Source: an optimization exercise on an open RTL-to-GDS flow (aim: small area and a short achievable clock period). Production flows keep margins and buffers that such runs may drop. Where RTL was checked, it was by simulation tests only, not by an equivalence proof against the original. Function not checked in runs 1 and 2: the RTL went through the layout flow alone. Power is estimated from default activity; no workload was simulated.

File: flow/standard.sh
#!/bin/bash
# synth_recipe.tcl (not shown) runs the flow's synth.tcl, then flattens the netlist and writes it again
# the make line also repeats each setting of config.mk as NAME=value (left out here)
make -C /OpenROAD-flow-scripts/flow DESIGN_CONFIG=/design/flow/config.mk WORK_HOME=/design/flow/orfs CLKGATE_MAP_FILE= SYNTH_SCRIPT=/design/flow/synth_recipe.tcl "${@:-finish}"
File: flow/design.v
`timescale 1ns/1ps
module inst_decoder (
    input  logic [31:0]         inst,
    output logic [1:0]          fu,
    output logic [4:0]          op,
    output logic [5-1:0]  dst,
    output logic [5-1:0]  src1,
    output logic [5-1:0]  src2,
    output logic [2:0]          imm_sel
);
    logic [6:0] opcode;
    logic [2:0] funct3;
    logic [6:0] funct7;
    logic       f7_zero, f7_alt, r_ok, i_ok, alt;
    logic       use_rd, use_rs1, use_rs2;
    logic [3:0] alu_code;
    assign opcode  = inst[6:0];
    assign funct3  = inst[14:12];
    assign funct7  = inst[31:25];
    assign f7_zero = funct7 == 7'h00;
    assign f7_alt  = funct7 == 7'h20;
    assign r_ok    = f7_zero | (f7_alt & (funct3 == 3'd0 | funct3 == 3'd5));
    assign i_ok    = (funct3 == 3'd1) ? f7_zero :
                     (funct3 == 3'd5) ? (f7_zero | f7_alt) : 1'b1;
    assign alt     = opcode[5] ? f7_alt : (f7_alt & (funct3 == 3'd5));
    always_comb begin
        case (funct3)
            3'd0:    alu_code = alt ? 4'd2 : 4'd1;
            3'd1:    alu_code = 4'd6;
            3'd2:    alu_code = 4'd9;
            3'd3:    alu_code = 4'd10;
            3'd4:    alu_code = 4'd5;
            3'd5:    alu_code = alt ? 4'd8 : 4'd7;
            3'd6:    alu_code = 4'd4;
            default: alu_code = 4'd3;
        endcase
    end
    always_comb begin
        fu      = 2'd0;
        op      = 5'd0;
        imm_sel = 3'd0;
        use_rd  = 1'b0;
        use_rs1 = 1'b0;
        use_rs2 = 1'b0;
        case (opcode)
            7'b0110011: if (r_ok) begin
                fu = 2'd1;
                op[3:0] = alu_code;
                {use_rd, use_rs1, use_rs2} = 3'b111;
            end
            7'b0010011: if (i_ok) begin
                fu = 2'd1;
                op[4] = 1'b1;
                op[3:0] = alu_code;
                {use_rd, use_rs1} = 2'b11;
                imm_sel = 3'd1;
            end
            7'b0000011: if (funct3 != 3'd3 && funct3 < 3'd6) begin
                fu = 2'd2;
                op[3:1] = funct3;
                {use_rd, use_rs1} = 2'b11;
                imm_sel = 3'd1;
            end
            7'b0100011: if (funct3 < 3'd3) begin
                fu = 2'd2;
                op[3:1] = funct3;
                op[0] = 1'b1;
                {use_rs1, use_rs2} = 2'b11;
                imm_sel = 3'd2;
            end
            7'b1100011: if (funct3 != 3'd2 && funct3 != 3'd3) begin
                fu = 2'd3;
                op = {2'b00, funct3};
                {use_rs1, use_rs2} = 2'b11;
                imm_sel = 3'd3;
            end
            7'b1101111: begin
                fu = 2'd3;
                op = 5'h10;
                use_rd = 1'b1;
                imm_sel = 3'd5;
            end
            7'b1100111: if (funct3 == 3'd0) begin
                fu = 2'd3;
                op = 5'h11;
                {use_rd, use_rs1} = 2'b11;
                imm_sel = 3'd1;
            end
            7'b0110111, 7'b0010111: begin    
                fu = 2'd1;
                op[4] = 1'b1;
                op[3:0] = opcode[5] ? 4'd11 : 4'd12;
                use_rd = 1'b1;
                imm_sel = 3'd4;
            end
            default: ;
        endcase
    end
    assign dst  = use_rd  ? inst[11:7]  : '0;
    assign src1 = use_rs1 ? inst[19:15] : '0;
    assign src2 = use_rs2 ? inst[24:20] : '0;
endmodule
`timescale 1ns/1ps
module issue_ctrl (
    input  logic [31:0]        inst,
    input  logic               b_a,
    input  logic               b_m,
    input  logic               b_j,
    input  logic [4:0]         dst_a,
    input  logic [4:0]         dst_m,
    input  logic [4:0]         dst_j,
    input  logic               stall,
    input  logic               flush,
    output logic               is_en
);
    logic [6:0] opc;
    logic [2:0] f3;
    logic [6:0] f7;
    logic [4:0] rd;
    logic       o6, c_alu, c_ld, c_st, c_br, c_jmp, rdhit, hazard;
    assign opc = inst[6:0];
    assign f3  = inst[14:12];
    assign f7  = inst[31:25];
    assign rd  = inst[11:7];
    assign o6  = ~f7[6] & ~(|f7[4:0]);
    assign c_alu = (opc == 7'b0110011 & o6 & (~f7[5] | f3 == 3'd0 | f3 == 3'd5)) |
                   (opc == 7'b0010011 & (f3 == 3'd1 ? o6 & ~f7[5] : f3 == 3'd5 ? o6 : 1'b1)) |
                   (opc == 7'b0110111) | (opc == 7'b0010111);
    assign c_ld  = opc == 7'b0000011 & f3 != 3'd3 & f3 != 3'd6 & f3 != 3'd7;
    assign c_st  = opc == 7'b0100011 & f3 != 3'd3 & ~f3[2];
    assign c_br  = opc == 7'b1100011 & f3 != 3'd2 & f3 != 3'd3;
    assign c_jmp = (opc == 7'b1101111) | (opc == 7'b1100111 & f3 == 3'd0);
    assign rdhit = (|rd) & ((b_a & (dst_a == rd)) | (b_m & (dst_m == rd)) | (b_j & (dst_j == rd)));
    assign hazard = (b_a & c_alu) | (b_m & (c_ld | c_st)) | (b_j & (c_br | c_jmp)) |
                    ((c_alu | c_ld | c_jmp) & rdhit);
    assign is_en  = flush | (~stall & ~hazard);
endmodule
`timescale 1ns/1ps
module ctrl_unit (
    input  logic               clk,
    input  logic               rst,
    input  logic [31:0]        pc,
    input  logic [31:0]        inst,
    input  logic [31:0]        imm,
    input  logic               alu_done,
    input  logic               mem_done,
    input  logic               jump_done,
    input  logic               is_jump,
    output logic               is_en,
    output logic [2:0]         imm_sel,
    output logic               alu_en,
    output logic               mem_en,
    output logic               jump_en,
    output logic [31:0]        pc_ctrl,
    output logic [31:0]        imm_ctrl,
    output logic [5-1:0] rs1_ctrl,
    output logic [5-1:0] rs2_ctrl,
    output logic [4:0]         jump_op,
    output logic [3:0]         alu_op,
    output logic               alu_use_pc,
    output logic               alu_use_imm,
    output logic               mem_we,
    output logic [2:0]         mem_bhw,
    output logic [2:0]         write_sel,
    output logic               reg_write,
    output logic [5-1:0] rd_ctrl
);
    logic [1:0]         dec_fu;
    logic [4:0]         dec_op;
    logic [4:0]         dec_dst, dec_src1, dec_src2;
    inst_decoder u_dec (
        .inst(inst), .fu(dec_fu), .op(dec_op), .dst(dec_dst),
        .src1(dec_src1), .src2(dec_src2), .imm_sel(imm_sel)
    );
    logic       b_a, b_m, b_j;       
    logic       d_a, d_m, d_j;       
    logic       p_a, p_m, p_j;       
    logic [4:0] dst_a, dst_m, dst_j;
    logic [1:0] t_a1, t_a2;          
    logic [1:0] t_m1, t_m2;          
    logic [1:0] t_j1, t_j2;          
    logic [1:0] w_am, w_ma, w_ja, w_jm;
    logic       jp;                  
    logic       stall, flush;
    logic       en_a, en_m, en_j, use0, use1;
    logic       g_a, g_m, g_j;       
    logic [31:0] pc0, imm0, pc1, imm1;
    logic [4:0]  s1_0, s2_0, s1_1, s2_1;
    logic [4:0]  op0;
    logic [3:0]  op1;                
    assign jump_en = en_j;
    assign alu_en  = en_a;
    assign mem_en  = en_m;
    assign pc_ctrl  = ({32{use0}} & pc0)  | ({32{use1}} & pc1);
    assign imm_ctrl = ({32{use0}} & imm0) | ({32{use1}} & imm1);
    assign rs1_ctrl = ({5{use0}} & s1_0)  | ({5{use1}} & s1_1);
    assign rs2_ctrl = ({5{use0}} & s2_0)  | ({5{use1}} & s2_1);
    logic is_auipc;
    assign is_auipc    = en_a & (op0[3:0] == 4'd12);
    assign alu_use_pc  = is_auipc;
    assign alu_use_imm = en_a & op0[4];
    assign alu_op      = is_auipc ? 4'd1 : ({4{en_a}} & op0[3:0]);
    assign mem_we      = en_m & op1[0];
    assign mem_bhw     = {3{en_m}} & op1[3:1];
    assign jump_op[4]   = (en_j & ~jp & op0[4]) | (en_j & jp & op1[3]);
    assign jump_op[3]   = 1'b0;
    assign jump_op[2:0] = ({3{en_j & ~jp}} & op0[2:0]) | ({3{en_j & jp}} & op1[2:0]);
    logic keep0, keep1;
    assign keep0 = (p_a & ~en_a) | (p_j & ~jp & ~en_j);
    assign keep1 = (p_m & ~en_m) | (p_j & jp & ~en_j);
    assign reg_write = g_j | g_a | g_m;
    assign write_sel = {g_j, 1'b0, g_m};
    assign rd_ctrl   = ({5{g_a}} & dst_a) | ({5{g_m}} & dst_m) | ({5{g_j}} & dst_j);
    logic [6:0] opc;
    logic [2:0] f3;
    logic [6:0] f7;
    logic [4:0] rd;
    logic       c_alu, c_ld, c_st, c_br, c_jmp;
    logic       rdhit, hazard, go, is_a, is_m, is_j;
    assign opc = inst[6:0];
    assign f3  = inst[14:12];
    assign f7  = inst[31:25];
    assign rd  = inst[11:7];
    logic o6;
    assign o6 = ~f7[6] & ~(|f7[4:0]);
    assign c_alu = (opc == 7'b0110011 & o6 & (~f7[5] | f3 == 3'd0 | f3 == 3'd5)) |
                   (opc == 7'b0010011 & (f3 == 3'd1 ? o6 & ~f7[5] : f3 == 3'd5 ? o6 : 1'b1)) |
                   (opc == 7'b0110111) | (opc == 7'b0010111);
    assign c_ld  = opc == 7'b0000011 & f3 != 3'd3 & f3 != 3'd6 & f3 != 3'd7;
    assign c_st  = opc == 7'b0100011 & f3 != 3'd3 & ~f3[2];
    assign c_br  = opc == 7'b1100011 & f3 != 3'd2 & f3 != 3'd3;
    assign c_jmp = (opc == 7'b1101111) | (opc == 7'b1100111 & f3 == 3'd0);
    assign rdhit = (|rd) & ((b_a & (dst_a == rd)) | (b_m & (dst_m == rd)) | (b_j & (dst_j == rd)));
    assign hazard = (b_a & c_alu) | (b_m & (c_ld | c_st)) | (b_j & (c_br | c_jmp)) |
                    ((c_alu | c_ld | c_jmp) & rdhit);
    issue_ctrl u_issue (
        .inst(inst), .b_a(b_a), .b_m(b_m), .b_j(b_j),
        .dst_a(dst_a), .dst_m(dst_m), .dst_j(dst_j),
        .stall(stall), .flush(flush), .is_en(is_en)
    );
    assign go     = ~flush & ~stall & ~hazard;
    assign is_a   = go & c_alu;
    assign is_m   = go & (c_ld | c_st);
    assign is_j   = go & (c_br | c_jmp);
    logic src1_nz, src2_nz, dst_nz;
    logic h1_a, h1_m, h1_j, h2_a, h2_m, h2_j;
    assign src1_nz = |dec_src1;
    assign src2_nz = |dec_src2;
    assign dst_nz  = |dec_dst;
    assign h1_a = src1_nz & b_a & (dst_a == dec_src1);
    assign h1_m = src1_nz & b_m & (dst_m == dec_src1);
    assign h1_j = src1_nz & b_j & (dst_j == dec_src1);
    assign h2_a = src2_nz & b_a & (dst_a == dec_src2);
    assign h2_m = src2_nz & b_m & (dst_m == dec_src2);
    assign h2_j = src2_nz & b_j & (dst_j == dec_src2);
    logic [1:0] x0, x1;
    assign x0 = {2{dst_nz}} & {dec_dst == s2_0, dec_dst == s1_0};
    assign x1 = {2{dst_nz}} & {dec_dst == s2_1, dec_dst == s1_1};
    logic       p_a_n, p_m_n, p_j_n, d_a_n, d_m_n, d_j_n, jp_n;
    logic [1:0] t_a1_n, t_a2_n, t_m1_n, t_m2_n, t_j1_n, t_j2_n;
    logic       rdy_a_n, rdy_m_n, rdy_j_n, en_a_n, en_m_n, en_j_n;
    logic       ra1_h, ra2_h, rm1_h, rm2_h;
    logic       war_a_n, war_m_n, war_j_n, el_a_n, el_m_n, el_j_n;
    assign p_a_n = is_a | (p_a & ~en_a & ~g_a);
    assign p_m_n = is_m | (p_m & ~en_m & ~g_m);
    assign p_j_n = is_j | (p_j & ~en_j & ~g_j);
    assign d_a_n = ~g_a & (d_a | (b_a & alu_done));
    assign d_m_n = ~g_m & (d_m | (b_m & mem_done));
    assign d_j_n = ~g_j & (d_j | (b_j & jump_done));
    assign t_a1_n = p_a ? t_a1 & ~{g_j, g_m} : {h1_j & ~g_j, h1_m & ~g_m};
    assign t_a2_n = p_a ? t_a2 & ~{g_j, g_m} : {h2_j & ~g_j, h2_m & ~g_m};
    assign t_m1_n = p_m ? t_m1 & ~{g_j, g_a} : {h1_j & ~g_j, h1_a & ~g_a};
    assign t_m2_n = p_m ? t_m2 & ~{g_j, g_a} : {h2_j & ~g_j, h2_a & ~g_a};
    assign t_j1_n = p_j ? t_j1 & ~{g_m, g_a} : {h1_m & ~g_m, h1_a & ~g_a};
    assign t_j2_n = p_j ? t_j2 & ~{g_m, g_a} : {h2_m & ~g_m, h2_a & ~g_a};
    assign jp_n   = p_j ? jp : keep0;
    assign rdy_a_n = p_a_n & ~(|t_a1_n) & ~(|t_a2_n);
    assign rdy_m_n = p_m_n & ~(|t_m1_n) & ~(|t_m2_n);
    assign rdy_j_n = p_j_n & ~(|t_j1_n) & ~(|t_j2_n);
    assign en_j_n  = rdy_j_n;
    assign en_a_n  = rdy_a_n & ~rdy_j_n;
    assign en_m_n  = rdy_m_n & ~rdy_j_n & ~rdy_a_n;
    assign ra1_h = p_a & ~en_a & ~g_a & ~(|(t_a1 & ~{g_j, g_m}));
    assign ra2_h = p_a & ~en_a & ~g_a & ~(|(t_a2 & ~{g_j, g_m}));
    assign rm1_h = p_m & ~en_m & ~g_m & ~(|(t_m1 & ~{g_j, g_a}));
    assign rm2_h = p_m & ~en_m & ~g_m & ~(|(t_m2 & ~{g_j, g_a}));
    assign war_a_n = ~g_m & ((w_am[0] & rm1_h) | (w_am[1] & rm2_h));
    assign war_m_n = ~g_a & ((w_ma[0] & ra1_h) | (w_ma[1] & ra2_h));
    assign war_j_n = (~g_a & ((w_ja[0] & ra1_h) | (w_ja[1] & ra2_h))) |
                     (~g_m & ((w_jm[0] & rm1_h) | (w_jm[1] & rm2_h)));
    assign el_a_n = d_a_n & ~war_a_n;
    assign el_m_n = d_m_n & ~war_m_n;
    assign el_j_n = d_j_n & ~war_j_n;
    always_ff @(posedge clk or posedge rst) begin
        if (rst) begin
            b_a <= 1'b0; b_m <= 1'b0; b_j <= 1'b0;
            d_a <= 1'b0; d_m <= 1'b0; d_j <= 1'b0;
            p_a <= 1'b0; p_m <= 1'b0; p_j <= 1'b0;
            en_a <= 1'b0; en_m <= 1'b0; en_j <= 1'b0;
            use0 <= 1'b0; use1 <= 1'b0;
            g_a <= 1'b0; g_m <= 1'b0; g_j <= 1'b0;
            stall <= 1'b0;
            flush <= 1'b0;
        end else begin
            b_a <= is_a | (b_a & ~g_a);
            b_m <= is_m | (b_m & ~g_m);
            b_j <= is_j | (b_j & ~g_j);
            d_a <= d_a_n;
            d_m <= d_m_n;
            d_j <= d_j_n;
            p_a <= p_a_n;
            p_m <= p_m_n;
            p_j <= p_j_n;
            en_a <= en_a_n;
            en_m <= en_m_n;
            en_j <= en_j_n;
            use0 <= en_a_n | (en_j_n & ~jp_n);
            use1 <= en_m_n | (en_j_n & jp_n);
            g_j <= el_j_n;
            g_a <= el_a_n & ~el_j_n;
            g_m <= el_m_n & ~el_j_n & ~el_a_n;
            if (is_j)
                stall <= 1'b1;
            else if (jump_done)
                stall <= 1'b0;
            flush <= jump_done & is_jump;
        end
    end
    always_ff @(posedge clk) begin
        if (!b_a) begin
            dst_a <= dec_dst;
            w_am  <= {2{p_m}} & x1;
        end else begin
            w_am  <= w_am & ~{2{g_m}};
        end
        if (!b_m) begin
            dst_m <= dec_dst;
            w_ma  <= {2{p_a}} & x0;
        end else begin
            w_ma  <= w_ma & ~{2{g_a}};
        end
        if (!b_j) begin
            dst_j <= dec_dst;
            w_ja  <= {2{p_a}} & x0;
            w_jm  <= {2{p_m}} & x1;
        end else begin
            w_ja  <= w_ja & ~{2{g_a}};
            w_jm  <= w_jm & ~{2{g_m}};
        end
        t_a1 <= t_a1_n;
        t_a2 <= t_a2_n;
        t_m1 <= t_m1_n;
        t_m2 <= t_m2_n;
        t_j1 <= t_j1_n;
        t_j2 <= t_j2_n;
        jp   <= jp_n;
        if (!keep0) begin
            pc0  <= pc;
            imm0 <= imm;
            s1_0 <= dec_src1;
            s2_0 <= dec_src2;
            op0  <= dec_op;
        end
        if (!keep1) begin
            pc1  <= pc;
            imm1 <= imm;
            s1_1 <= dec_src1;
            s2_1 <= dec_src2;
            op1  <= {dec_op[4] | dec_op[3], dec_op[2:0]};
        end
    end
endmodule
File: flow/config.mk
export PLATFORM = sky130hd
export DESIGN_NAME = ctrl_unit
export DESIGN_NICKNAME = ctrl_unit
export VERILOG_FILES = /design/flow/design.v
export SDC_FILE = /design/flow/constraint.sdc
export NUM_CORES = 4
export LEC_CHECK = 0
export CAP_MARGIN = 20
export CORE_MARGIN = 2
export CORE_UTILIZATION = 65
export CTS_CLUSTER_DIAMETER = 200
export CTS_CLUSTER_SIZE = 25
export SETUP_SLACK_MARGIN = 1.7
export SLEW_MARGIN = 20
File: flow/flow/run.sh
#!/bin/bash
# Standard layout (standard.sh, all steps) with two changes:
# * plain buf_1 cells as the port buffers (the default pick is a slow delay buffer);
# * the platform's don't-use list extended with slow cells that stack three or
#   more transistors in series (wide OR/NOR, AOI/OAI with 3-input groups), so
#   that mapping and repair build the decode logic from faster gates.
# Registers come out of the standard synthesis unchanged.
set -euo pipefail
export BUFFER_PORTS_ARGS="-buffer_cell sky130_fd_sc_hd__buf_1"
PLATFORM_DONT_USE="sky130_fd_sc_hd__probe_p_8 sky130_fd_sc_hd__probec_p_8 sky130_fd_sc_hd__lpflow_bleeder_1 sky130_fd_sc_hd__lpflow_clkbufkapwr_1 sky130_fd_sc_hd__lpflow_clkbufkapwr_16 sky130_fd_sc_hd__lpflow_clkbufkapwr_2 sky130_fd_sc_hd__lpflow_clkbufkapwr_4 sky130_fd_sc_hd__lpflow_clkbufkapwr_8 sky130_fd_sc_hd__lpflow_clkinvkapwr_1 sky130_fd_sc_hd__lpflow_clkinvkapwr_16 sky130_fd_sc_hd__lpflow_clkinvkapwr_2 sky130_fd_sc_hd__lpflow_clkinvkapwr_4 sky130_fd_sc_hd__lpflow_clkinvkapwr_8 sky130_fd_sc_hd__lpflow_decapkapwr_12 sky130_fd_sc_hd__lpflow_decapkapwr_3 sky130_fd_sc_hd__lpflow_decapkapwr_4 sky130_fd_sc_hd__lpflow_decapkapwr_6 sky130_fd_sc_hd__lpflow_decapkapwr_8 sky130_fd_sc_hd__lpflow_inputiso0n_1 sky130_fd_sc_hd__lpflow_inputiso0p_1 sky130_fd_sc_hd__lpflow_inputiso1n_1 sky130_fd_sc_hd__lpflow_inputiso1p_1 sky130_fd_sc_hd__lpflow_inputisolatch_1 sky130_fd_sc_hd__lpflow_isobufsrc_1 sky130_fd_sc_hd__lpflow_isobufsrc_16 sky130_fd_sc_hd__lpflow_isobufsrc_2 sky130_fd_sc_hd__lpflow_isobufsrc_4 sky130_fd_sc_hd__lpflow_isobufsrc_8 sky130_fd_sc_hd__lpflow_isobufsrckapwr_16 sky130_fd_sc_hd__lpflow_lsbuf_lh_hl_isowell_tap_1 sky130_fd_sc_hd__lpflow_lsbuf_lh_hl_isowell_tap_2 sky130_fd_sc_hd__lpflow_lsbuf_lh_hl_isowell_tap_4 sky130_fd_sc_hd__lpflow_lsbuf_lh_isowell_4 sky130_fd_sc_hd__lpflow_lsbuf_lh_isowell_tap_1 sky130_fd_sc_hd__lpflow_lsbuf_lh_isowell_tap_2 sky130_fd_sc_hd__lpflow_lsbuf_lh_isowell_tap_4"
P=sky130_fd_sc_hd__
SLOW="${P}or3_* ${P}or3b_* ${P}or4_* ${P}or4b_* ${P}or4bb_* ${P}a2111o_* ${P}o41a_* ${P}a311o_* ${P}o311a_* ${P}o2111a_* ${P}a41o_* ${P}nor4_* ${P}nor4b_* ${P}nor4bb_* ${P}a2111oi_* ${P}o41ai_* ${P}and4bb_* ${P}and4b_* ${P}a221oi_* ${P}a222oi_* ${P}a221o_* ${P}o221ai_* ${P}o221a_* ${P}o2111ai_* ${P}a311oi_* ${P}o311ai_* ${P}a41oi_* ${P}nor3_* ${P}nor3b_* ${P}o32ai_* ${P}o32a_* ${P}a32oi_* ${P}a32o_*"
bash standard.sh "BUFFER_PORTS_ARGS=$BUFFER_PORTS_ARGS" "DONT_USE_CELLS=$PLATFORM_DONT_USE $SLOW" finish > standard_flow.log 2>&1
File: flow/constraint.sdc
create_clock -name core_clock -period 5.0 [get_ports {clk}]
set_input_delay 1.0000 -clock core_clock [delete_from_list [all_inputs] [get_ports {clk}]]
set_output_delay 1.0000 -clock core_clock [all_outputs]
set_load 0.01 [all_outputs]
==> key figures, run 1 <==
Power and ir drop
  • Net switching share of the total power: 31.5%
  • Worst supply voltage drop on vdd: 0.309 mV
  • NetSw: about 1.5 mW
  • Total power density per cell area: 431 nW/um^2
  • Comb pwr share: 21.5%
  • Clock network fraction of total power: a little over a fifth
  • Cell Int Power: 3.22 mW
  • Sequential cell fraction of total power: 56.5%
  • Static leakage: approximately 4 nW

CTS
  • Count of clock tree sinks: approximately 210
  • CTS Buffer Depth: 3
  • Number of levels the H-tree was split into: 1
  • Buffer type at the clock tree root: sky130_fd_sc_hd__clkbuf_16
  • Clock latency of the later-clocked register in the worst-skew pair: approximately 0.48 ns
  • TritonCTS clock tree: built
  • Total CTS buffers: 12
  • Post-CTS Hold Fix Bufs: 0
  • Clock-pin transition on the worst setup and hold timing paths: 0.10 ns

Yosys
  • Register bit count reported by yosys: 212
  • Syn avg cell area: 12.8 sq um
  • Synth warnings: 2
  • Count leader, synth: sky130_fd_sc_hd__edfxtp_1
  • FFs w/ async S/R, synth: approximately 9%
  • Top-area cell type share of the netlist area: a little over half
  • Ranking of synthesized cells by instance count: sky130_fd_sc_hd__edfxtp_1 (172), sky130_fd_sc_hd__a22o_1 (75), sky130_fd_sc_hd__nand2_1 (58), sky130_fd_sc_hd__nor2_1 (50), sky130_fd_sc_hd__xnor2_1 (44)
  • Post-synth top area cell: sky130_fd_sc_hd__edfxtp_1
  • Syn Std Cell Area: about 9400 sq um
  • Post-synthesis sequential area ratio: 64.5%
  • Number of distinct library cell variants in the gate-level netlist after synthesis: 54
  • Main synth FF type: sky130_fd_sc_hd__edfxtp_1
  • Number of enable flip-flop cells after synthesis: around 170
  • Synthesized instance count: 735
  • Largest cells by area after synthesis: sky130_fd_sc_hd__edfxtp_1 (55%), sky130_fd_sc_hd__a22o_1 (7.0%), sky130_fd_sc_hd__dfrtp_1 (5.1%)

Final layout
  • ANT cells: 0
  • Post-layout net count: around 1.0k
  • Area growth syn-to-layout: 16.1%
  • Proportion of layout cells with a drive suffix above 1: 7.61%
  • Post-route design area: approximately 11000 sq um

Global route
  • Remaining global-route overflow: 0
  • First-pass GRT wire length: 35.9 mm
  • Number of global-route vias before repair: 6784
  • GRT Resource Usage Total: 29.0%
  • Number of antenna violations at the first check in global routing: 0
  • Largest net degree at the start of global routing: 80

Die
  • CORE AREA: 14000 sq um
  • Die outline area: 15400 sq um
  • Initial cell density of the core: about two thirds
  • Boundary Pins: 207
  • Number of placement rows: 43
  • Overall die height: about 120 um
  • Width of the chip: 124 um

Timing
  • Setup clock skew after layout: ~0.022 ns
  • Transition time of the tightest slew-check pin: roughly 0.83 ns
  • Tcrit/Tclk final: roughly 67%
  • Total Negative Setup Slacks: 0 ns
  • Unrepaired setup endpoints after global routing: true
  • Max Slew Vio Count: 0
  • Min Clock Period, post-route: 3.35 ns
  • Worst max-slew margin expressed relative to the limit: around 44%
  • Final count of negative-setup-slack endpoints: 0
  • Hold Violations, Final: 0
  • Max Freq: roughly 0.3 GHz

Critical path
  • Required time of the critical path: 4.00 ns
  • Worst path max stage delay: 0.30 ns
  • Data arrival time of the critical path: between 2 and 2.5 ns
  • Max Fanout on Critical Path: 6
  • Crit-path cells: buf_8, nand4bb_4, or2_4, a2bb2oi_4, nand4_4, o211ai_1, a31o_2, buf_6
  • Max stage delay cell, worst path: sky130_fd_sc_hd__or2_4
  • Startpoint-to-endpoint class of the critical path: input pin to output port
  • Source of the critical timing path: inst[3]
  • Category of the worst setup path launch point: input pin
  • Launch point of the worst reg-to-reg path: b_m
  • CP Capture Type: output port

Route
  • Drt pass-1 iters: 7
  • Total Routed Length: 23.0 mm
  • DR iter-0 viols: 553
  • Via-to-Cell Ratio: 6.18
  • Vias after detailed routing: just under 7k
  • Per-cell routed wire length: 20.7 um
  • Remaining antenna violation count: 0
  • Number of design rule violations left after detail routing: 0

Job
  • # Max-Cap Violations: 0

Placed design
  • HPWL Detailed: approximately 16 mm
  • Global placement routability congestion: 0.894
  • # port buffers: between 200 and 250
  • Placement-stage cell area: about 10000 sq um

Min path
  • Hold_sp: w_jm[0]
  • Hold WC Path Type: flip-flop to flip-flop

Run status
  • Result of the run: finished clean
layout make-up:
cell class	instances	area [sq um]
clock buffers	19	348
flip-flops and latches	212	6070
multi-input cells	461	3190
fillers	911	3080
clock inverters	1	16.3
repair buffers	220	988
inverters	20	75.1
well taps	180	225
final timing paths:
kind	endpoint	slack [ns]	cells past startpoint
setup / recovery	is_en	1.65	8
hold / removal	w_jm[0]	0.47	2
setup reg to reg	use0	2.59	9
hold reg to reg	w_jm[0]	0.47	2
max in group asynchronous	use0	3.73	2
min in group asynchronous	flush	0.66	2
registers in the layout (all words and copies together) (netlist names), 32 cells and up:
name,count
imm0,32
imm1,32
pc0,32
pc1,32
logic make-up (layout without fill, tap and decap cells):
group | count (synthesis) | in the layout | synth area share, %
DFF | 212 | 212 | 64.5
and+or+nand+nor | 214 | 214 | 11.6
buffers and inverters | 63 | 260 | 2.89
other | 1 | 2 | 0.0399
xor gates and xnor gates | 62 | 62 | 5.78
muxes | 8 | 8 | 0.852
AOI/OAI and AO/OA | 175 | 175 | 14.3
per-stage QoR:
| step | power, mW | instances | util, % | setup WS (ns) | hold WS (ns) |
|---|---|---|---|---|---|
| 2_1_floorplan | 3.27 | 736 | - | 1.71 | 0.425 |
| 3_3_place_gp | 3.61 | 1081 | 73.3 | 0.871 | 0.439 |
| 3_5_place_dp | 3.66 | 1081 | 73.3 | 0.746 | 0.448 |
| 4_1_cts | 4.68 | 1109 | 77.3 | 1.62 | 0.470 |
| 5_1_grt | 4.90 | 1113 | 78.0 | 1.60 | 0.482 |
| 6_report | 4.70 | 1113 | 78.0 | 1.65 | 0.474 |
worst max-delay path: cells and delay by family:
kind	cells	cell delay [ns]
simple gates	3	0.62
compound gates	3	0.50
buf+inv	2	0.22
timing repair:
action,CTS,global route
endpoints found under the setup margin,7,30
pin swaps,11,8
setup buffers,8,3
gates resized for setup,40,16
cells in the final DEF (no fill, tap or decap), drive strengths merged, types with 3 or more instances in the layout:
cell,n
nand2b,12
a211oi,8
or2,5
nor2,50
buf,220
a21o,7
a31oi,5
edfxtp,172
nor2b,4
mux2i,8
o21ai,27
xor2,18
xnor2,44
and2,19
dfrtp,19
nand3,22
a22oi,9
inv,19
o211ai,14
a21oi,13
nand3b,7
and4,7
and3,11
nand4,16
clkbuf,19
o31ai,3
a22o,75
nand2,58
dfxtp,21
power by group through the flow:
stage | clock network (mW) | registers (mW) | logic (mW)
6_report | 1.03 | 2.66 | 1.01
5_1_grt | 1.10 | 2.70 | 1.10
4_1_cts | 1.04 | 2.66 | 0.991
3_5_place_dp | 0 | 2.69 | 0.970
3_3_place_gp | 0 | 2.66 | 0.948
2_1_floorplan | 0 | 2.50 | 0.773
routing by layer:
layer | GRT usage (%) | part of all wire, % | vias to the layer above
li1 | - | - | 3119
met2 | 50.2 | 51 | 355
met5 | 0 | 0 | -
met1 | 38.1 | 39 | 3343
met4 | 9.98 | 2.9 | 0
met3 | 3.79 | 6.8 | 58
==> run 2: changes to the inputs <==
--- a/flow/config.mk
+++ b/flow/config.mk
@@ -12,3 +12,3 @@
 export CTS_CLUSTER_SIZE = 25
-export SETUP_SLACK_MARGIN = 1.7
+export SETUP_SLACK_MARGIN = 1.9
 export SLEW_MARGIN = 20
==> run 2 against run 1 <==
Against the previous run:
- final cell count hardly changed
- synthesized area stayed put
- critical path depth is 1 lower
- fmax hardly changed
- synthesized cell count stayed put
- sequential power hardly changed
==> key figures, run 2 <==
CTS
  • TritonCTS clock tree: built
  • Clock-pin transition on the worst setup and hold timing paths: 0.10 ns (about the same)
  • CTS Buffer Depth: 3 (unchanged)
  • Buffer type at the clock tree root: sky130_fd_sc_hd__clkbuf_16
  • Number of levels the H-tree was split into: 1 (unchanged)
  • Total CTS buffers: 12 (unchanged)
  • Clock latency of the later-clocked register in the worst-skew pair: 0.47 ns (about the same)
  • Count of clock tree sinks: 212 (unchanged)

Final layout
  • ANT cells: 0 (unchanged)
  • Top library cells by usage in the layout, fill and taps aside: sky130_fd_sc_hd__buf_1 (189), sky130_fd_sc_hd__edfxtp_1 (172), sky130_fd_sc_hd__a22o_1 (75)
  • Most common cell after layout, fill and taps aside: sky130_fd_sc_hd__buf_1
  • Final cell count without fillers: 1112 (-0.090%)
  • Area growth syn-to-layout: 16.2% (about the same)
  • Post-layout net count: 1028 (-0.097%)
  • Proportion of layout cells with a drive suffix above 1: 7.83% (+0.22 points)

Min path
  • Hold WC Path Type: flip-flop to flip-flop

Placed design
  • Global placement routability congestion: 0.909 (+1.7%)
  • Cell count after placement: 1081 (unchanged)
  • Setup WS pre-CTS: 0.812 ns (+0.0659 ns)
  • HPWL Detailed: 16.3 mm (+3.1%)
  • # port buffers: 204 (unchanged)

Yosys
  • Post-synthesis sequential area ratio: 64.5% (unchanged)
  • Syn Std Cell Area: 9390 sq um (unchanged)
  • Main synth FF type: sky130_fd_sc_hd__edfxtp_1
  • Post-synth top area cell: sky130_fd_sc_hd__edfxtp_1
  • Number of enable flip-flop cells after synthesis: 172 (unchanged)
  • Count leader, synth: sky130_fd_sc_hd__edfxtp_1
  • Synth warnings: 2 (unchanged)
  • Ranking of synthesized cells by instance count: sky130_fd_sc_hd__edfxtp_1 (172), sky130_fd_sc_hd__a22o_1 (75), sky130_fd_sc_hd__nand2_1 (58), sky130_fd_sc_hd__nor2_1 (50), sky130_fd_sc_hd__xnor2_1 (44)
  • Syn avg cell area: 12.8 sq um (unchanged)
  • Largest cells by area after synthesis: sky130_fd_sc_hd__edfxtp_1 (55%), sky130_fd_sc_hd__a22o_1 (7.0%), sky130_fd_sc_hd__dfrtp_1 (5.1%)
  • Synthesized instance count: 735 (unchanged)
  • FFs w/ async S/R, synth: 8.96% (unchanged)
  • Top-area cell type share of the netlist area: 55.0% (unchanged)
  • Register bit count reported by yosys: 212 (unchanged)
  • Number of distinct library cell variants in the gate-level netlist after synthesis: 54 (unchanged)

Critical path
  • Data arrival time of the critical path: 2.35 ns (about the same)
  • Category of the worst setup path launch point: input pin
  • Max stage delay cell, worst path: sky130_fd_sc_hd__o22ai_1
  • Cell type group with the largest total delay on the critical path: compound AO/OA/AOI/OAI gates
  • Startpoint-to-endpoint class of the critical path: input pin to output port
  • CP Capture Type: output port
  • Required time of the critical path: 4.00 ns (about the same)
  • Crit-path cells: buf_1, xnor2_1, nand4_1, o22ai_1, o211ai_1, a31o_2, buf_6
  • Max Fanout on Critical Path: 5 (-1)
  • Worst path max stage delay: 0.29 ns (about the same)
  • Number of buffer and inverter instances along the worst setup path: 2 (unchanged)

Timing
  • Final count of negative-setup-slack endpoints: 0 (unchanged)
  • Hold Violations, Final: 0 (unchanged)
  • Unrepaired setup endpoints after global routing: true
  • Total Negative Setup Slacks: 0 ns (unchanged)
  • Smallest setup slack after layout: 1.65 ns (-0.00251 ns)
  • Max Freq: 0.298 GHz (about the same)
  • Tcrit/Tclk final: 67.0% (about the same)
  • Transition time of the tightest slew-check pin: 0.785 ns (-0.0481 ns)
  • Min Clock Period, post-route: 3.35 ns (+0.00251 ns)
  • Max Slew Vio Count: 0 (unchanged)
  • Setup clock skew after layout: 0.0221 ns (+0.000176 ns)
  • Worst max-slew margin expressed relative to the limit: 47.6% (+3.2 points)

Run status
  • Result of the run: finished clean

Route
  • DR iter-0 viols: 718 (+30%)
  • Total Routed Length: 23.5 mm (+1.9%)
  • Drt pass-1 iters: 5 (-2)
  • Number of design rule violations left after detail routing: 0 (unchanged)
  • Via-to-Cell Ratio: 6.22 (+0.66%)
  • Per-cell routed wire length: 21.1 um (+2.0%)
  • Remaining antenna violation count: 0 (unchanged)
  • Vias after detailed routing: 6914 (+0.57%)

Global route
  • Remaining global-route overflow: 0 (unchanged)
  • Largest net degree at the start of global routing: 80 (unchanged)
  • Number of global-route vias before repair: 6820 (+0.53%)
  • First-pass GRT wire length: 36.2 mm (+1.1%)
  • GRT Resource Usage Total: 29.4% (+0.42 points)
  • Number of antenna violations at the first check in global routing: 0 (unchanged)

Power and ir drop
  • Total power density per cell area: 434 nW/um^2 (+0.66%)
  • Static leakage: 4.06 nW (about the same)
  • Worst supply voltage drop on vdd: 0.346 mV (+12%)

Die
  • Number of placement rows: 43 (unchanged)
  • Boundary Pins: 207 (unchanged)
  • Initial cell density of the core: 67.2% (unchanged)
  • CORE AREA: 14000 sq um (unchanged)
  • Overall die height: 124 um (unchanged)
  • Die outline area: 15400 sq um (unchanged)
  • Width of the chip: 124 um (unchanged)

Job
  • # Max-Cap Violations: 0 (unchanged)
run 2: cells by family (layout without fill, tap and decap cells):
group           after synthesis  in the layout  synth area share, %
buf+inv                      63            259                 2.89
compound gates              175            175                 14.3
mux                           8              8                0.852
xor+xnor                     62             62                 5.78
simple gates                214            214                 11.6
other cells                   1              2               0.0399
flops                       212            212                 64.5
run 2: cell type report:
| class | instances | area (sq um) |
|---|---|---|
| clock inverter | 1 | 16.3 |
| inverter | 20 | 75.1 |
| clock buffer | 19 | 348 |
| timing repair buffer | 219 | 996 |
| sequential | 212 | 6070 |
| tap | 180 | 225 |
| fill | 869 | 3080 |
| multi-input combinational | 461 | 3190 |
run 2: metal layers:
| metal | track usage [%] | share of wire (%) | vias to the layer above | routed length (um) |
|---|---|---|---|---|
| met4 | 9.52 | 3.6 | 0 | 843 |
| met3 | 5.29 | 8.6 | 82 | 2030 |
| met5 | 0 | 0 | - | 0 |
| li1 | - | - | 3118 | - |
| met2 | 50.8 | 50 | 380 | 11700 |
| met1 | 38.0 | 38 | 3334 | 8870 |
run 2: final timing paths:
| path | from | end | slack, ns | depth (start not counted) |
|---|---|---|---|---|
| worst max-delay path | inst[11] | is_en | 1.65 | 7 |
| worst min register to register | w_jm[0] | w_jm[0] | 0.47 | 2 |
| max in group asynchronous | rst | use0 | 3.79 | 2 |
| worst min-delay path | w_jm[0] | w_jm[0] | 0.47 | 2 |
| min in group asynchronous | rst | en_j | 0.63 | 2 |
| worst max register to register | dst_j[3] | use1 | 2.66 | 8 |
run 2: power by group:
part           leakage, nW  total [mW]  switching, mW  internal [mW]
combinational         1.60        1.07          0.650          0.423
clock                0.174        1.02          0.532          0.490
sequential            2.29        2.64          0.315           2.33
total                 4.06        4.74           1.50           3.24
run 2: what timing repair did:
| action | in CTS | in global routing |
|---|---|---|
| hold buffers | 0 | 0 |
| setup buffers | 6 | 4 |
| resized for setup | 40 | 12 |
| setup endpoints to repair | 56 | 30 |
| gates cloned | 0 | 0 |
| pin swaps | 8 | 8 |
run 2: tightest hold or removal path, stage by stage (launching register included):
cell and delay [ns]:
sky130_fd_sc_hd__dfxtp_1 0.34, sky130_fd_sc_hd__nand2_1 0.05, sky130_fd_sc_hd__o21ai_0 0.06
run 2: through the flow:
step	power (mW)	hold slack [ns]	util [%]	cell area, sq um
4_1_cts	4.69	0.475	77.1	10800
3_5_place_dp	3.68	0.451	73.3	10300
3_3_place_gp	3.61	0.438	73.3	10300
6_report	4.74	0.472	78.0	10900
2_1_floorplan	3.28	0.425	-	9430
5_1_grt	4.93	0.511	78.0	10900
==> run 3: changes to the inputs <==
--- a/flow/design.v
+++ b/flow/design.v
@@ -185,3 +185,3 @@
     logic       en_a, en_m, en_j, use0, use1;
-    logic       g_a, g_m, g_j;       
+    logic       el_a, el_m, el_j;
     logic [31:0] pc0, imm0, pc1, imm1;
@@ -210,3 +210,7 @@
     assign keep1 = (p_m & ~en_m) | (p_j & jp & ~en_j);
-    assign reg_write = g_j | g_a | g_m;
+    logic g_a, g_m, g_j;
+    assign g_j = el_j;
+    assign g_a = el_a & ~el_j;
+    assign g_m = el_m & ~el_j & ~el_a;
+    assign reg_write = el_j | el_a | el_m;
     assign write_sel = {g_j, 1'b0, g_m};
@@ -262,3 +266,3 @@
     logic       ra1_h, ra2_h, rm1_h, rm2_h;
-    logic       war_a_n, war_m_n, war_j_n, el_a_n, el_m_n, el_j_n;
+    logic       war_a_n, war_m_n, war_j_n;
     assign p_a_n = is_a | (p_a & ~en_a & ~g_a);
@@ -290,5 +294,2 @@
                      (~g_m & ((w_jm[0] & rm1_h) | (w_jm[1] & rm2_h)));
-    assign el_a_n = d_a_n & ~war_a_n;
-    assign el_m_n = d_m_n & ~war_m_n;
-    assign el_j_n = d_j_n & ~war_j_n;
     always_ff @(posedge clk or posedge rst) begin
@@ -300,3 +301,3 @@
             use0 <= 1'b0; use1 <= 1'b0;
-            g_a <= 1'b0; g_m <= 1'b0; g_j <= 1'b0;
+            el_a <= 1'b0; el_m <= 1'b0; el_j <= 1'b0;
             stall <= 1'b0;
@@ -318,5 +319,5 @@
             use1 <= en_m_n | (en_j_n & jp_n);
-            g_j <= el_j_n;
-            g_a <= el_a_n & ~el_j_n;
-            g_m <= el_m_n & ~el_j_n & ~el_a_n;
+            el_a <= d_a_n & ~war_a_n;
+            el_m <= d_m_n & ~war_m_n;
+            el_j <= d_j_n & ~war_j_n;
             if (is_j)
--- a/flow/config.mk
+++ b/flow/config.mk
@@ -12,3 +12,3 @@
 export CTS_CLUSTER_SIZE = 25
-export SETUP_SLACK_MARGIN = 1.9
+export SETUP_SLACK_MARGIN = 1.7
 export SLEW_MARGIN = 20
==> run 3 against run 2 <==
Against the previous run:
- final cell count up 0.72%
- sequential power about the same
- hold slack worse by 0.041 ns
- design area down 0.38%
- via count down 2.0%
- first-iteration DRC count down 9.9%
- fmax up 0.37%
- still clean on timing, DRC and antenna
==> key figures, run 3 <==
Placed design
  • HPWL Detailed: 15.7 mm (-4.0%)
  • Global placement routability congestion: 0.921 (+1.3%)
  • Cell count after placement: 1091 (+0.93%)
  • # port buffers: 204 (unchanged)

Final layout
  • Final cell count without fillers: 1120 (+0.72%)
  • Top library cells by usage in the layout, fill and taps aside: sky130_fd_sc_hd__buf_1 (190), sky130_fd_sc_hd__edfxtp_1 (172), sky130_fd_sc_hd__a22o_1 (74)
  • Proportion of layout cells with a drive suffix above 1: 7.59% (-0.25 points)
  • Footprint of the multi-input gates: 3180 sq um (-0.16%)
  • Sequential standard cell area: 6060 sq um (about the same)
  • Post-layout net count: 1032 (+0.39%)
  • ANT cells: 0 (unchanged)
  • Final-layout fill cell count: 978 (+13%)
  • Most common cell after layout, fill and taps aside: sky130_fd_sc_hd__buf_1
  • Area growth syn-to-layout: 15.4%

Critical path
  • Number of buffer and inverter instances along the worst setup path: 2 (unchanged)
  • Crit-path cells: buf_6, and3b_2, and2_4, a31o_4, a21oi_4, a21boi_2, nand2_1, nand2_1, buf_2
  • Max Fanout on Critical Path: 5 (unchanged)
  • Most common cell type on the critical path: sky130_fd_sc_hd__nand2_1
  • Required time of the critical path: 4.00 ns (about the same)
  • Worst path max stage delay: 0.24 ns (-0.05 ns)
  • CP Capture Type: output port
  • Data arrival time of the critical path: 2.34 ns (about the same)
  • Startpoint-to-endpoint class of the critical path: input pin to output port
  • Category of the worst setup path launch point: input pin
  • Cell type group with the largest total delay on the critical path: simple AND/OR/NAND/NOR gates
  • Max stage delay cell, worst path: sky130_fd_sc_hd__and3b_2

Timing
  • Max Freq: 0.299 GHz (+0.37%)
  • Total Negative Setup Slacks: 0 ns (unchanged)
  • Max Slew Vio Count: 0 (unchanged)
  • Setup clock skew after layout: 0.0183 ns (-0.00380 ns)
  • Hold Violations, Final: 0 (unchanged)
  • Final count of negative-setup-slack endpoints: 0 (unchanged)
  • Unrepaired setup endpoints after global routing: true
  • Worst max-slew margin expressed relative to the limit: 42.3% (-5.3 points)
  • Transition time of the tightest slew-check pin: 0.866 ns (+0.0806 ns)
  • Min Clock Period, post-route: 3.34 ns (-0.0125 ns)
  • Tcrit/Tclk final: 66.8% (-0.25 points)

CTS
  • TritonCTS clock tree: built
  • Count of clock tree sinks: 212 (unchanged)
  • Post-CTS Hold Fix Bufs: 0 (unchanged)
  • Clock-pin transition on the worst setup and hold timing paths: 0.09 ns (about the same)
  • Number of levels the H-tree was split into: 1 (unchanged)
  • Total CTS buffers: 12 (unchanged)
  • Buffer type at the clock tree root: sky130_fd_sc_hd__clkbuf_16
  • Clock latency of the later-clocked register in the worst-skew pair: 0.46 ns (about the same)
  • CTS Buffer Depth: 3 (unchanged)

Yosys
  • Top-area cell type share of the netlist area: 54.8% (-0.17 points)
  • Number of enable flip-flop cells after synthesis: 172 (unchanged)
  • Register bit count reported by yosys: 212 (unchanged)
  • FFs w/ async S/R, synth: 8.96% (unchanged)
  • Count leader, synth: sky130_fd_sc_hd__edfxtp_1
  • Post-synth top area cell: sky130_fd_sc_hd__edfxtp_1
  • Ranking of synthesized cells by instance count: sky130_fd_sc_hd__edfxtp_1 (172), sky130_fd_sc_hd__a22o_1 (74), sky130_fd_sc_hd__nor2_1 (43), sky130_fd_sc_hd__nand2_1 (40), sky130_fd_sc_hd__xnor2_1 (40)
  • Synth warnings: 2 (unchanged)
  • Largest cells by area after synthesis: sky130_fd_sc_hd__edfxtp_1 (55%), sky130_fd_sc_hd__a22o_1 (6.9%), sky130_fd_sc_hd__dfrtp_1 (5.0%)
  • Main synth FF type: sky130_fd_sc_hd__edfxtp_1
  • Synthesized instance count: 746 (+1.5%)
  • Number of distinct library cell variants in the gate-level netlist after synthesis: 54 (unchanged)
  • Syn avg cell area: 12.6 sq um (-1.2%)
  • Post-synthesis sequential area ratio: 64.3% (-0.20 points)
  • Syn Std Cell Area: 9420 sq um (+0.31%)

Power and ir drop
  • Total power density per cell area: 432 nW/um^2 (-0.40%)
  • Worst supply voltage drop on vdd: 0.320 mV (-7.5%)
  • Static leakage: 4.14 nW (+1.8%)

Die
  • CORE AREA: 14400 sq um (+2.7%)
  • Die outline area: 15500 sq um (+0.30%)
  • Width of the chip: 124 um (+0.15%)
  • Overall die height: 124 um (+0.15%)
  • Initial cell density of the core: 65.6% (-1.6 points)
  • Number of placement rows: 44 (+2.3%)
  • Boundary Pins: 207 (unchanged)

Route
  • Remaining antenna violation count: 0 (unchanged)
  • Drt pass-1 iters: 5 (unchanged)
  • Number of design rule violations left after detail routing: 0 (unchanged)
  • Vias after detailed routing: 6774 (-2.0%)
  • Per-cell routed wire length: 19.5 um (-7.7%)
  • DR iter-0 viols: 647 (-9.9%)
  • Total Routed Length: 21.8 mm (-7.0%)
  • Via-to-Cell Ratio: 6.05 (-2.7%)

Global route
  • Global-route layer with the greatest usage: met2
  • Global-route track usage on met1: 36.2% (-1.8 points)
  • Global routing met3 resource utilization: 3.82% (-1.5 points)
  • GRT Resource Usage Total: 27.5% (-1.9 points)
  • First-pass GRT wire length: 34.2 mm (-5.6%)
  • Number of antenna violations at the first check in global routing: 0 (unchanged)
  • Remaining global-route overflow: 0 (unchanged)
  • Number of global-route vias before repair: 6708 (-1.6%)
  • Largest net degree at the start of global routing: 80 (unchanged)
  • GRT met2 Usage: 47.4% (-3.3 points)

Min path
  • Hold WC Path Type: flip-flop to flip-flop

Run status
  • Result of the run: finished clean

Job
  • # Max-Cap Violations: 0 (unchanged)
## run 3: cell types whose count changed after synthesis, moves of 8 or more
cell	delta
sky130_fd_sc_hd__nand2_1	-18
sky130_fd_sc_hd__nand3_1	+16
sky130_fd_sc_hd__o211ai_1	-10
sky130_fd_sc_hd__nor2b_1	+8
## run 3: final cells by class
| cell class | instances | area share [%] |
|---|---|---|
| clock inverter | 1 | 0.150 |
| tap | 184 | 2.12 |
| inverter | 27 | 0.932 |
| sequential | 212 | 55.8 |
| timing repair buffer | 216 | 8.55 |
| multi-input combinational | 461 | 29.3 |
| clock buffer | 19 | 3.20 |
## run 3: kinds of logic (layout without fill, tap and decap cells)
family	after synthesis	after routing	synth area share, %
other cells	1	2	0.0398
flops	212	212	64.3
mux	6	6	0.690
compound gates	176	176	13.8
simple gates	215	215	12.2
buf+inv	74	263	3.25
xor+xnor	62	62	5.76
## run 3: power by group
group	internal, mW	switching (mW)
Combinational	0.405	0.665
Clock	0.490	0.524
Sequential	2.33	0.287
Total	3.22	1.48
## run 3: timing repair
item | in CTS | in global routing
setup endpoints to repair | 5 | 3
hold endpoints to repair | 0 | 0
buffers inserted | 5 | 3
pin swaps | 3 | 5
gates resized for setup | 28 | 20
## run 3: path summary, 6_finish.rpt
| check | to | slack, ns | startpoint | cells after the start |
|---|---|---|---|---|
| max | is_en | 1.66 | inst[0] | 9 |
| min | el_m | 0.43 | w_ma[1] | 1 |
| max reg2reg | use0 | 2.32 | el_a | 8 |
| min reg2reg | el_m | 0.43 | w_ma[1] | 1 |
| max in group asynchronous | el_j | 3.85 | rst | 2 |
| min in group asynchronous | d_a | 0.63 | rst | 2 |
## run 3: metrics by stage
stage / worst slack, ns / utilization [%] / power, mW / hold slack [ns] / instance area [sq um]
after global placement: 0.887 / 71.4 / 3.63 / 0.405 / 10300
after detailed placement: 0.741 / 71.4 / 3.69 / 0.416 / 10300
final: 1.66 / 75.7 / 4.70 / 0.431 / 10900
after CTS: 1.70 / 74.8 / 4.69 / 0.428 / 10700
after floorplan: 1.79 / - / 3.30 / 0.398 / 9440
after global routing: 1.59 / 75.7 / 4.91 / 0.456 / 10900
## run 3: metal layers
metal	part of all wire (%)	vias to the layer above	routed length, um
met5	0	-	0
met4	2.6	0	561
met3	7.2	41	1560
met2	51	313	11000
met1	40	3278	8650
li1	-	3142	-
## run 3: worst reg2reg max path, stage by stage (launching register included)
cell	delay, ns
sky130_fd_sc_hd__dfrtp_1	0.68
sky130_fd_sc_hd__nand2b_1	0.49
sky130_fd_sc_hd__nand4_1	0.23
sky130_fd_sc_hd__nor2_1	0.05
sky130_fd_sc_hd__and3_1	0.17
sky130_fd_sc_hd__nand3_1	0.11
sky130_fd_sc_hd__and4_4	0.23
sky130_fd_sc_hd__and3b_1	0.30
sky130_fd_sc_hd__mux2_4	0.32
==> run 4: changes to the inputs <==
--- a/flow/flow/run.sh
+++ b/flow/flow/run.sh
@@ -3,5 +3,6 @@
 # * plain buf_1 cells as the port buffers (the default pick is a slow delay buffer);
-# * the platform's don't-use list extended with slow cells that stack three or
-#   more transistors in series (wide OR/NOR, AOI/OAI with 3-input groups), so
-#   that mapping and repair build the decode logic from faster gates.
+# * the platform's don't-use list extended with slow cells: those that stack
+#   three or more transistors in series (wide OR/NOR, AOI/OAI with 3-input
+#   groups) and the two-stage AND/OR-style cells, so that mapping and repair
+#   build the decode logic from faster inverting gates.
 # Registers come out of the standard synthesis unchanged.
@@ -11,3 +12,3 @@
 P=sky130_fd_sc_hd__
-SLOW="${P}or3_* ${P}or3b_* ${P}or4_* ${P}or4b_* ${P}or4bb_* ${P}a2111o_* ${P}o41a_* ${P}a311o_* ${P}o311a_* ${P}o2111a_* ${P}a41o_* ${P}nor4_* ${P}nor4b_* ${P}nor4bb_* ${P}a2111oi_* ${P}o41ai_* ${P}and4bb_* ${P}and4b_* ${P}a221oi_* ${P}a222oi_* ${P}a221o_* ${P}o221ai_* ${P}o221a_* ${P}o2111ai_* ${P}a311oi_* ${P}o311ai_* ${P}a41oi_* ${P}nor3_* ${P}nor3b_* ${P}o32ai_* ${P}o32a_* ${P}a32oi_* ${P}a32o_*"
+SLOW="${P}or3_* ${P}or3b_* ${P}or4_* ${P}or4b_* ${P}or4bb_* ${P}a2111o_* ${P}o41a_* ${P}a311o_* ${P}o311a_* ${P}o2111a_* ${P}a41o_* ${P}nor4_* ${P}nor4b_* ${P}nor4bb_* ${P}a2111oi_* ${P}o41ai_* ${P}and4bb_* ${P}and4b_* ${P}a221oi_* ${P}a222oi_* ${P}a221o_* ${P}o221ai_* ${P}o221a_* ${P}o2111ai_* ${P}a311oi_* ${P}o311ai_* ${P}a41oi_* ${P}nor3_* ${P}nor3b_* ${P}o32ai_* ${P}o32a_* ${P}a32oi_* ${P}a32o_* ${P}a21o_* ${P}a211o_* ${P}a31o_* ${P}o21a_* ${P}o211a_* ${P}o31a_* ${P}or2_* ${P}and3_* ${P}and3b_* ${P}and4_* ${P}a21bo_* ${P}o21ba_* ${P}a2bb2o_* ${P}o2bb2a_*"
 bash standard.sh "BUFFER_PORTS_ARGS=$BUFFER_PORTS_ARGS" "DONT_USE_CELLS=$PLATFORM_DONT_USE $SLOW" finish > standard_flow.log 2>&1
==> run 4 against run 3 <==
Against the previous run:
- still clean
- via count up 5.3%
- first-iteration DRC count up 37%
- non-clock buffer count up 8
- combinational power about the same
- critical path depth down 1
- sequential power up 2%
- final cell count up 3.5%
- design area up 3.1%
- routed wire length up 11%
- core utilization up 1.5 points
- clock power about the same
- sequential share of layout area down 1.6 points
- critical endpoint unchanged
==> key figures, run 4 <==
Run status
  • Result of the run: finished clean

Timing
  • Max Slew Vio Count: 0 (unchanged)
  • Unrepaired setup endpoints after global routing: true
  • Max Freq: 0.299 GHz (about the same)
  • Total Negative Setup Slacks: 0 ns (unchanged)
  • Setup clock skew after layout: 0.0228 ns (+0.00450 ns)
  • Final count of negative-setup-slack endpoints: 0 (unchanged)
  • Worst max-slew margin expressed relative to the limit: 30.9% (-11 points)
  • Min Clock Period, post-route: 3.34 ns (-0.000410 ns)
  • Tcrit/Tclk final: 66.8% (about the same)
  • Hold Violations, Final: 0 (unchanged)
  • WHS: 0.443 ns (+0.0122 ns)
  • Smallest setup slack after layout: 1.66 ns (+0.000410 ns)
  • Transition time of the tightest slew-check pin: 1.03 ns (+0.168 ns)

Final layout
  • Proportion of layout cells with a drive suffix above 1: 9.74% (+2.2 points)
  • Most common cell after layout, fill and taps aside: sky130_fd_sc_hd__buf_1
  • Final cell count without fillers: 1159 (+3.5%)
  • Fin util: 77.1% (+1.5 points)
  • Post-layout net count: 1071 (+3.8%)
  • ANT cells: 0 (unchanged)
  • Area growth syn-to-layout: 16.0%
  • Top library cells by usage in the layout, fill and taps aside: sky130_fd_sc_hd__buf_1 (188), sky130_fd_sc_hd__edfxtp_1 (172), sky130_fd_sc_hd__a22o_1 (75)
  • Post-route design area: 11200 sq um (+3.1%)

Power and ir drop
  • Static leakage: 4.19 nW (+1.2%)
  • Total power density per cell area: 423 nW/um^2 (-2.1%)
  • Worst supply voltage drop on vdd: 0.276 mV (-14%)
  • Power, Total: 4.75 mW (+0.99%)

Critical path
  • Required time of the critical path: 4.00 ns (about the same)
  • Data arrival time of the critical path: 2.34 ns (about the same)
  • Max stage delay cell, worst path: sky130_fd_sc_hd__a211oi_4
  • Max Fanout on Critical Path: 4 (-1)
  • Worst path max stage delay: 0.27 ns (+0.03 ns)
  • Crit-path cells: buf_6, nand3b_4, nand4bb_4, o22ai_4, nor2_4, a211oi_4, o21ai_2, buf_2
  • Cell type group with the largest total delay on the critical path: compound AO/OA/AOI/OAI gates
  • Number of buffer and inverter instances along the worst setup path: 2 (unchanged)
  • Category of the worst setup path launch point: input pin
  • Startpoint-to-endpoint class of the critical path: input pin to output port
  • CP Capture Type: output port

Placed design
  • Global placement routability congestion: 0.925 (+0.42%)
  • Placement-stage cell area: 10500 sq um (+2.6%)
  • Cell count after placement: 1123 (+2.9%)
  • Setup WS pre-CTS: 0.886 ns (+0.145 ns)
  • # port buffers: 204 (unchanged)
  • HPWL Detailed: 17.0 mm (+8.4%)

CTS
  • Count of clock tree sinks: 212 (unchanged)
  • Clock latency of the later-clocked register in the worst-skew pair: 0.47 ns (about the same)
  • Post-CTS Hold Fix Bufs: 0 (unchanged)
  • Total CTS buffers: 12 (unchanged)
  • TritonCTS clock tree: built
  • Buffer type at the clock tree root: sky130_fd_sc_hd__clkbuf_16
  • Clock-pin transition on the worst setup and hold timing paths: 0.09 ns (about the same)
  • Number of levels the H-tree was split into: 1 (unchanged)
  • CTS Buffer Depth: 3 (unchanged)

Yosys
  • Top-area cell type share of the netlist area: 53.5% (-1.4 points)
  • Number of enable flip-flop cells after synthesis: 172 (unchanged)
  • FFs w/ async S/R, synth: 8.96% (unchanged)
  • Syn avg cell area: 12.5 sq um (-1.0%)
  • Number of distinct library cell variants in the gate-level netlist after synthesis: 54 (unchanged)
  • Main combinational cell family by area after synthesis: compound AO/OA/AOI/OAI gates
  • Synth warnings: 2 (unchanged)
  • Post-Synth XOR/XNOR Area: 5.62% (-0.14 points)
  • Largest cells by area after synthesis: sky130_fd_sc_hd__edfxtp_1 (53%), sky130_fd_sc_hd__a22o_1 (6.8%), sky130_fd_sc_hd__dfrtp_1 (4.9%)
  • Synthesized instance count: 773 (+3.6%)
  • Main synth FF type: sky130_fd_sc_hd__edfxtp_1
  • Compound-Gate Fraction of Synth Area: 14.8% (+0.99 points)
  • Area share of and/or/nand/nor cells after synthesis: 12.6% (+0.45 points)
  • Ranking of synthesized cells by instance count: sky130_fd_sc_hd__edfxtp_1 (172), sky130_fd_sc_hd__a22o_1 (75), sky130_fd_sc_hd__nand2_1 (55), sky130_fd_sc_hd__nor2_1 (52), sky130_fd_sc_hd__xnor2_1 (40)
  • Portion of netlist area occupied by mux cells: 0.777% (+0.087 points)
  • Adder-cell share of the synthesized area: 0% (unchanged)
  • Syn Std Cell Area: 9660 sq um (+2.5%)
  • Register bit count reported by yosys: 212 (unchanged)
  • Post-synth top area cell: sky130_fd_sc_hd__edfxtp_1
  • Post-synthesis sequential area ratio: 62.7% (-1.6 points)
  • Count leader, synth: sky130_fd_sc_hd__edfxtp_1

Global route
  • Largest net degree at the start of global routing: 70 (-13%)
  • Number of antenna violations at the first check in global routing: 0 (unchanged)
  • First-pass GRT wire length: 36.7 mm (+7.3%)
  • Remaining global-route overflow: 0 (unchanged)
  • Number of global-route vias before repair: 6967 (+3.9%)
  • GRT Resource Usage Total: 29.2% (+1.7 points)

Die
  • Overall die height: 126 um (+1.2%)
  • Die outline area: 15900 sq um (+2.5%)
  • CORE AREA: 14500 sq um (+1.1%)
  • Boundary Pins: 207 (unchanged)
  • Number of placement rows: 44 (unchanged)
  • Width of the chip: 126 um (+1.2%)
  • Initial cell density of the core: 66.5% (+0.90 points)

Route
  • DR iter-0 viols: 888 (+37%)
  • Via-to-Cell Ratio: 6.16 (+1.8%)
  • Per-cell routed wire length: 20.8 um (+6.9%)
  • Total Routed Length: 24.1 mm (+11%)
  • Vias after detailed routing: 7134 (+5.3%)
  • Drt pass-1 iters: 5 (unchanged)
  • Remaining antenna violation count: 0 (unchanged)
  • Number of design rule violations left after detail routing: 0 (unchanged)

Job
  • # Max-Cap Violations: 0 (unchanged)

Min path
  • Hold WC Path Type: flip-flop to flip-flop
==> run 4: changes by cell type after synthesis, sizes merged, moves of 7 or more <==
cell | previous run | this run
and3 | 16 | 0
nand2 | 40 | 55
nor2 | 43 | 54
clkbuf | 35 | 27
nand3 | 37 | 30
nand3b | 4 | 11
o31ai | 2 | 11
inv | 27 | 36
==> run 4: final cells by class <==
class,instances,area (sq um)
flip-flops and latches,212,6070
inverters,36,135
well taps,184,230
fillers,907,3320
repair buffers,224,1010
clock inverters,1,16.3
clock buffers,19,348
multi-input cells,483,3400
==> run 4: worst reg2reg max path, cell delays in order, from the launching register on <==
cell and delay (ns):
sky130_fd_sc_hd__dfrtp_2 0.68, sky130_fd_sc_hd__nand2b_1 0.55, sky130_fd_sc_hd__nand4_1 0.16, sky130_fd_sc_hd__nor2_1 0.12
sky130_fd_sc_hd__nand4_1 0.16, sky130_fd_sc_hd__o21bai_1 0.26, sky130_fd_sc_hd__o22a_1 0.24, sky130_fd_sc_hd__nand4_2 0.14
sky130_fd_sc_hd__mux2_4 0.31
==> run 4: timing repair <==
| action | in CTS | in global routing |
|---|---|---|
| cloned | 0 | 0 |
| endpoints found under the setup margin | 6 | 2 |
| gates resized for setup | 41 | 26 |
| pin swaps | 8 | 7 |
| buffers inserted | 7 | 9 |
==> run 4: kinds of logic (layout without fill, tap and decap cells) <==
family | count (synthesis) | in the layout
AOI/OAI and AO/OA | 186 | 186
muxes | 7 | 7
DFF | 212 | 212
and+or+nand+nor | 226 | 226
other | 1 | 2
buffers and inverters | 79 | 280
xor gates and xnor gates | 62 | 62
==> run 4: final timing paths <==
kind | end | depth (start not counted) | from | slack [ns]
setup / recovery | is_en | 8 | inst[4] | 1.66
hold / removal | el_a | 1 | w_am[1] | 0.44
max in group asynchronous | use1 | 2 | rst | 3.81
hold reg to reg | el_a | 1 | w_am[1] | 0.44
min in group asynchronous | use0 | 2 | rst | 0.64
setup reg to reg | use0 | 8 | el_j | 2.27
==> run 4: where the power goes <==
part,internal (mW),switching (mW),total (mW)
Combinational,0.404,0.656,1.06
Sequential,2.34,0.327,2.66
Clock,0.490,0.533,1.02
Total,3.23,1.52,4.75
==> run 4: metal layers <==
layer  up-vias  routed length (um)  track usage [%]
met5         -                   0                0
met1      3447                9400             39.0
met3        67                1930             4.21
met2       375               12000             50.0
li1       3245                   -                -
met4         0                 784             9.44

[afterwards: timing with drivers on the ports]
How much do the figures lean on ideal ports? The routed layouts below were timed once more, with nothing changed but the port constraints. Step 1 assumes that a clkbuf_16 drives the clock port and a buf_2 every other input. Step 2, shift: input delay + t, output delay - t, t = (earliest + latest rising clock arrival at the registers) / 2. This alone moves slack from input paths to output paths. Three values: ideal ports, drivers, drivers and shift; two values: the first two.
run	t, ns	slack for setup (ns)	hold slack, ns	clock arrival spread, ns	worst register clock-pin slew, ns
run 1	0.509	1.650 / 1.610 / 1.572	0.474 / 0.474 / 0.474	0.023 / 0.022	0.10 / 0.10
run 2	0.504	1.648 / 1.625 / 1.548	0.472 / 0.472 / 0.472	0.023 / 0.023	0.10 / 0.10
run 3	0.493	1.660 / 1.628 / 1.405	0.431 / 0.431 / 0.431	0.019 / 0.019	0.10 / 0.10
run 4	0.502	1.661 / 1.611 / 1.537	0.443 / 0.443 / 0.443	0.024 / 0.025	0.10 / 0.10
After both steps setup and hold are still met in every run listed. The setup slack of run 3, which loses most, moves by -0.032 ns with the drivers and by -0.255 ns with both steps.
